Background: an optimization exercise with open tools, aiming at small area and few clock cycles. Do not read the settings as production practice. Function was checked by simulation only, so behaviour that the tests miss may differ from the original. Power figures rest on the tool's default switching activity, not on a simulated workload.

red:
// stable_min_priority_queue
module stable_min_priority_queue
#(
   parameter int DEPTH        = 16,
   parameter int PAYLOAD_BITS = 16,
   parameter int WRITE_STRIDE = 2      
) (
   input  wire logic                  clock,
   input  wire logic                  reset,
   input  wire logic                  req_tvalid,
   output logic                       req_tready,
   input  wire logic [smpq_pkg::REQ_DATA_W-1:0] req_tdata,   
   input  wire logic [smpq_pkg::OP_W-1:0]       req_tuser,   
   output logic                       rsp_tvalid,
   input  wire logic                  rsp_tready,
   output logic [smpq_pkg::RSP_DATA_W-1:0]      rsp_tdata,   
   output logic [smpq_pkg::RSP_USER_W-1:0]      rsp_tuser    
);
   localparam int RANK_W = $clog2(DEPTH);
   localparam int CNT_W  = $clog2(DEPTH + 1);
   logic             is_empty, is_full, last_one;
   logic                    accept;
   smpq_pkg::op_type        op;
   logic [smpq_pkg::PRIO_W-1:0] req_prio, req_prio_n;
   logic [PAYLOAD_BITS-1:0] req_payload, req_payload_n;
   smpq_pkg::cell_ctrl_type ctrl;
   logic [DEPTH-1:0]        valid, cell_le, cell_head, free_in, free_sel, write;
   logic                    push_wait;
   logic [smpq_pkg::PRIO_W-1:0] cell_prio [DEPTH];
   logic [PAYLOAD_BITS-1:0] cell_payload [DEPTH];
   logic [RANK_W-1:0]       cell_rank [DEPTH];
   logic [PAYLOAD_BITS-1:0] head_payload;
   logic [DEPTH/4-1:0][2:0] grp_count;
   logic [DEPTH/4-1:0][2:0] grp_count_ff;
   logic [RANK_W-1:0]       new_rank;
   logic                  rsp_valid_ff, rsp_valid_in;
   logic [smpq_pkg::RSP_DATA_W-1:0] rsp_data_ff, rsp_data_in;
   logic [smpq_pkg::RSP_USER_W-1:0] rsp_user_ff, rsp_user_in;
   logic                  res_valid, res_empty, res_dropped;
   assign is_empty = (valid == '0);
   assign is_full  = (valid == '1);
   assign last_one = ((valid & ~cell_head) == '0);
   assign push_wait  = (op == smpq_pkg::OP_PUSH) && !is_full && (free_in == '0);
  ...
==> flow/config.mk <==
export PLATFORM = sky130hd
export DESIGN_NAME = stable_min_priority_queue
export DESIGN_NICKNAME = stable_min_priority_queue
export VERILOG_FILES = /design/flow/design.v
export SDC_FILE = /design/flow/constraint.sdc
export NUM_CORES = 4
export LEC_CHECK = 0
export CAP_MARGIN = 20
export CORE_MARGIN = 2
export CORE_UTILIZATION = 40
export CTS_CLUSTER_DIAMETER = 90
export CTS_CLUSTER_SIZE = 24
export GPL_TIMING_DRIVEN = 0
export SLEW_MARGIN = 20
export SYNTH_HIERARCHICAL = 1
export SYNTH_MINIMUM_KEEP_SIZE = 0
==> flow/constraint.sdc <==
create_clock -name core_clock -period 6.0 [get_ports {clock}]
set_input_delay 1.2000 -clock core_clock [delete_from_list [all_inputs] [get_ports {clock}]]
set_output_delay 1.2000 -clock core_clock [all_outputs]
set_load 0.01 [all_outputs]
standard.sh (not shown) runs the stock make flow with config.mk's settings and CLKGATE_MAP_FILE= SYNTH_SCRIPT=/design/flow/synth_recipe.tcl, a recipe that flattens the netlist after the stock synthesis.
==> flow/flow/run.sh <==
#!/bin/bash
# Standard synthesis, then every combinational cell set to its smallest drive
# strength (the layout's repair steps size up again where needed), then the
# standard layout with the smallest buffer on the ports and clock tree
# synthesis run without dummy loads.
set -euo pipefail
R=orfs/results/$FLOW_PLATFORM/stable_min_priority_queue/base
bash standard.sh synth > flow_synth.log 2>&1
python3 flow/downsize.py "$FLOW_HOME/platforms/$FLOW_PLATFORM/lib/sky130_fd_sc_hd__tt_025C_1v80.lib" "$R/1_2_yosys.v" > flow_downsize.log 2>&1
rm -f "$R/1_synth.odb" "$R/1_synth.sdc"
bash standard.sh "BUFFER_PORTS_ARGS=-buffer_cell sky130_fd_sc_hd__buf_1" "CTS_ARGS=-sink_clustering_enable -repair_clock_nets -buf_list sky130_fd_sc_hd__clkbuf_8 -sink_clustering_size 14 -sink_clustering_max_diameter 70 -dont_use_dummy_load" finish > flow_layout.log 2>&1
==> flow/flow/downsize.py <==
#!/usr/bin/env python3
"""Gate sizing before placement: set every combinational cell in the synthesized
netlist to the smallest drive strength of its type; the flow's repair steps size
up again where slew, capacitance or timing need it. Flip-flops keep their cells."""
import re, sys

lib, netlist = sys.argv[1], sys.argv[2]
text = open(lib).read()
area = {m.group(1): float(m.group(3)) for m in re.finditer(
    r'cell\s*\(\s*"?(\w+)"?\s*\)\s*\{(.*?)area\s*:\s*([\d.]+)', text, re.S)}
seq = set(m.group(1) for m in re.finditer(r'cell\s*\(\s*"?(\w+)"?\s*\)\s*\{[^}]*?\bff\s*\(', text, re.S))
dont = set(sys.argv[3:])

def base(c):
    m = re.match(r'(sky130_fd_sc_hd__\w+?)_(\d+)$', c)
    return (m.group(1), int(m.group(2))) if m else (None, None)

smallest = {}
for c in area:
    b, n = base(c)
    if b is None or c in dont:
        continue
    if b not in smallest or (area[c], n != 1) < (area[smallest[b]], base(smallest[b])[1] != 1):
        smallest[b] = c

v = open(netlist).read()
count = 0
def sub(m):
    global count
    c = m.group(2)
    b, n = base(c)
    if b is None or c in seq or re.search(r'(df|dl|edf|sdf|sedf)', b) or 'conb' in b:
        return m.group(0)
    t = smallest.get(b, c)
    if t != c:
        count += 1
        return m.group(1) + t + m.group(3)
    return m.group(0)
v = re.sub(r'^(\s*)(sky130_fd_sc_hd__\w+)(\s)', sub, v, flags=re.M)
open(netlist, 'w').write(v)
print(f"downsized {count} cells")
Testbench counts of red, summed over its fixed seeds: cycles 12,516.
## Diff of input files: blue against red
- changing CORE_UTILIZATION from 40 to 55
--- a/flow/flow/run.sh
+++ b/flow/flow/run.sh
@@ -9,3 +9,3 @@
 python3 flow/downsize.py "$FLOW_HOME/platforms/$FLOW_PLATFORM/lib/sky130_fd_sc_hd__tt_025C_1v80.lib" "$R/1_2_yosys.v" > flow_downsize.log 2>&1
 rm -f "$R/1_synth.odb" "$R/1_synth.sdc"
-bash standard.sh "BUFFER_PORTS_ARGS=-buffer_cell sky130_fd_sc_hd__buf_1" "CTS_ARGS=-sink_clustering_enable -repair_clock_nets -buf_list sky130_fd_sc_hd__clkbuf_8 -sink_clustering_size 14 -sink_clustering_max_diameter 70 -dont_use_dummy_load" finish > flow_layout.log 2>&1
+bash standard.sh "BUFFER_PORTS_ARGS=-buffer_cell sky130_fd_sc_hd__buf_1" "CTS_ARGS=-sink_clustering_enable -repair_clock_nets -sink_clustering_size 24 -sink_clustering_max_diameter 90 -dont_use_dummy_load" finish > flow_layout.log 2>&1
==> results.txt <==
- Between red and blue, the flow reports count of clock-buffer cells in the layout decreasing by more than a quarter.
- Going from red to blue, aggregate routed wire length shrinks by about 3%.
- red -> blue: worst voltage drop across the vdd grid increased by more than a quarter
The inputs of green differ from those of blue as listed below.
- swapping 55 for 40 in CORE_UTILIZATION
==> flow/flow/run.sh <==
#!/bin/bash
# Standard synthesis, then every combinational cell set to its smallest drive
# strength (the layout's repair steps size up again where needed), then the
# standard layout with clock tree synthesis run without dummy loads.
set -euo pipefail
R=orfs/results/$FLOW_PLATFORM/stable_min_priority_queue/base
bash standard.sh synth > flow_synth.log 2>&1
python3 flow/downsize.py "$FLOW_HOME/platforms/$FLOW_PLATFORM/lib/sky130_fd_sc_hd__tt_025C_1v80.lib" "$R/1_2_yosys.v" > flow_downsize.log 2>&1
rm -f "$R/1_synth.odb" "$R/1_synth.sdc"
bash standard.sh "CTS_ARGS=-sink_clustering_enable -repair_clock_nets -sink_clustering_size 24 -sink_clustering_max_diameter 90 -dont_use_dummy_load" finish > flow_layout.log 2>&1
==> results.txt <==
- Looking at static power due to leakage, green sits 0.27 nW higher than blue does.
- Compared with blue, green shows a post-route total power that is 0.000082 W higher.
- On share of power burned in the clock network, green and blue are basically level.
- Share of cell area taken by flip-flops and latches: green < blue
- Across both runs, die extent in y was higher for green than for blue.
- Relative to blue, the worst hold slack of green is higher by 26 ps.

## separate check: timing with driven ports
Ports are ideal in the flow. The routed layouts listed here were re-timed in OpenROAD. Step 1 sets driving cells, clkbuf_16 on the clock port and buf_2 on the other inputs (assumed; they add their load-dependent delay and slew). Step 2, shift: input delay + t, output delay - t, t = (earliest + latest rising clock arrival at the registers) / 2. This alone moves slack from input paths to output paths. Slacks: no drivers / after step 1 / after step 2; pairs: no drivers / after step 1.
run | t (ns) | slack for setup (ns) | latest minus earliest clock arrival (ns)
red | 0.910 | 0.229 / 0.229 / 0.124 | 0.071 / 0.071
blue | 0.742 | 0.163 / 0.163 / 0.071 | 0.064 / 0.063
green | 0.729 | 0.288 / 0.288 / -0.133 | 0.064 / 0.064
With both steps, setup timing fails in green, where it was met with ideal ports. For green, which loses most, drivers alone change the setup slack by 0.000 ns; drivers and shift together by -0.421 ns.
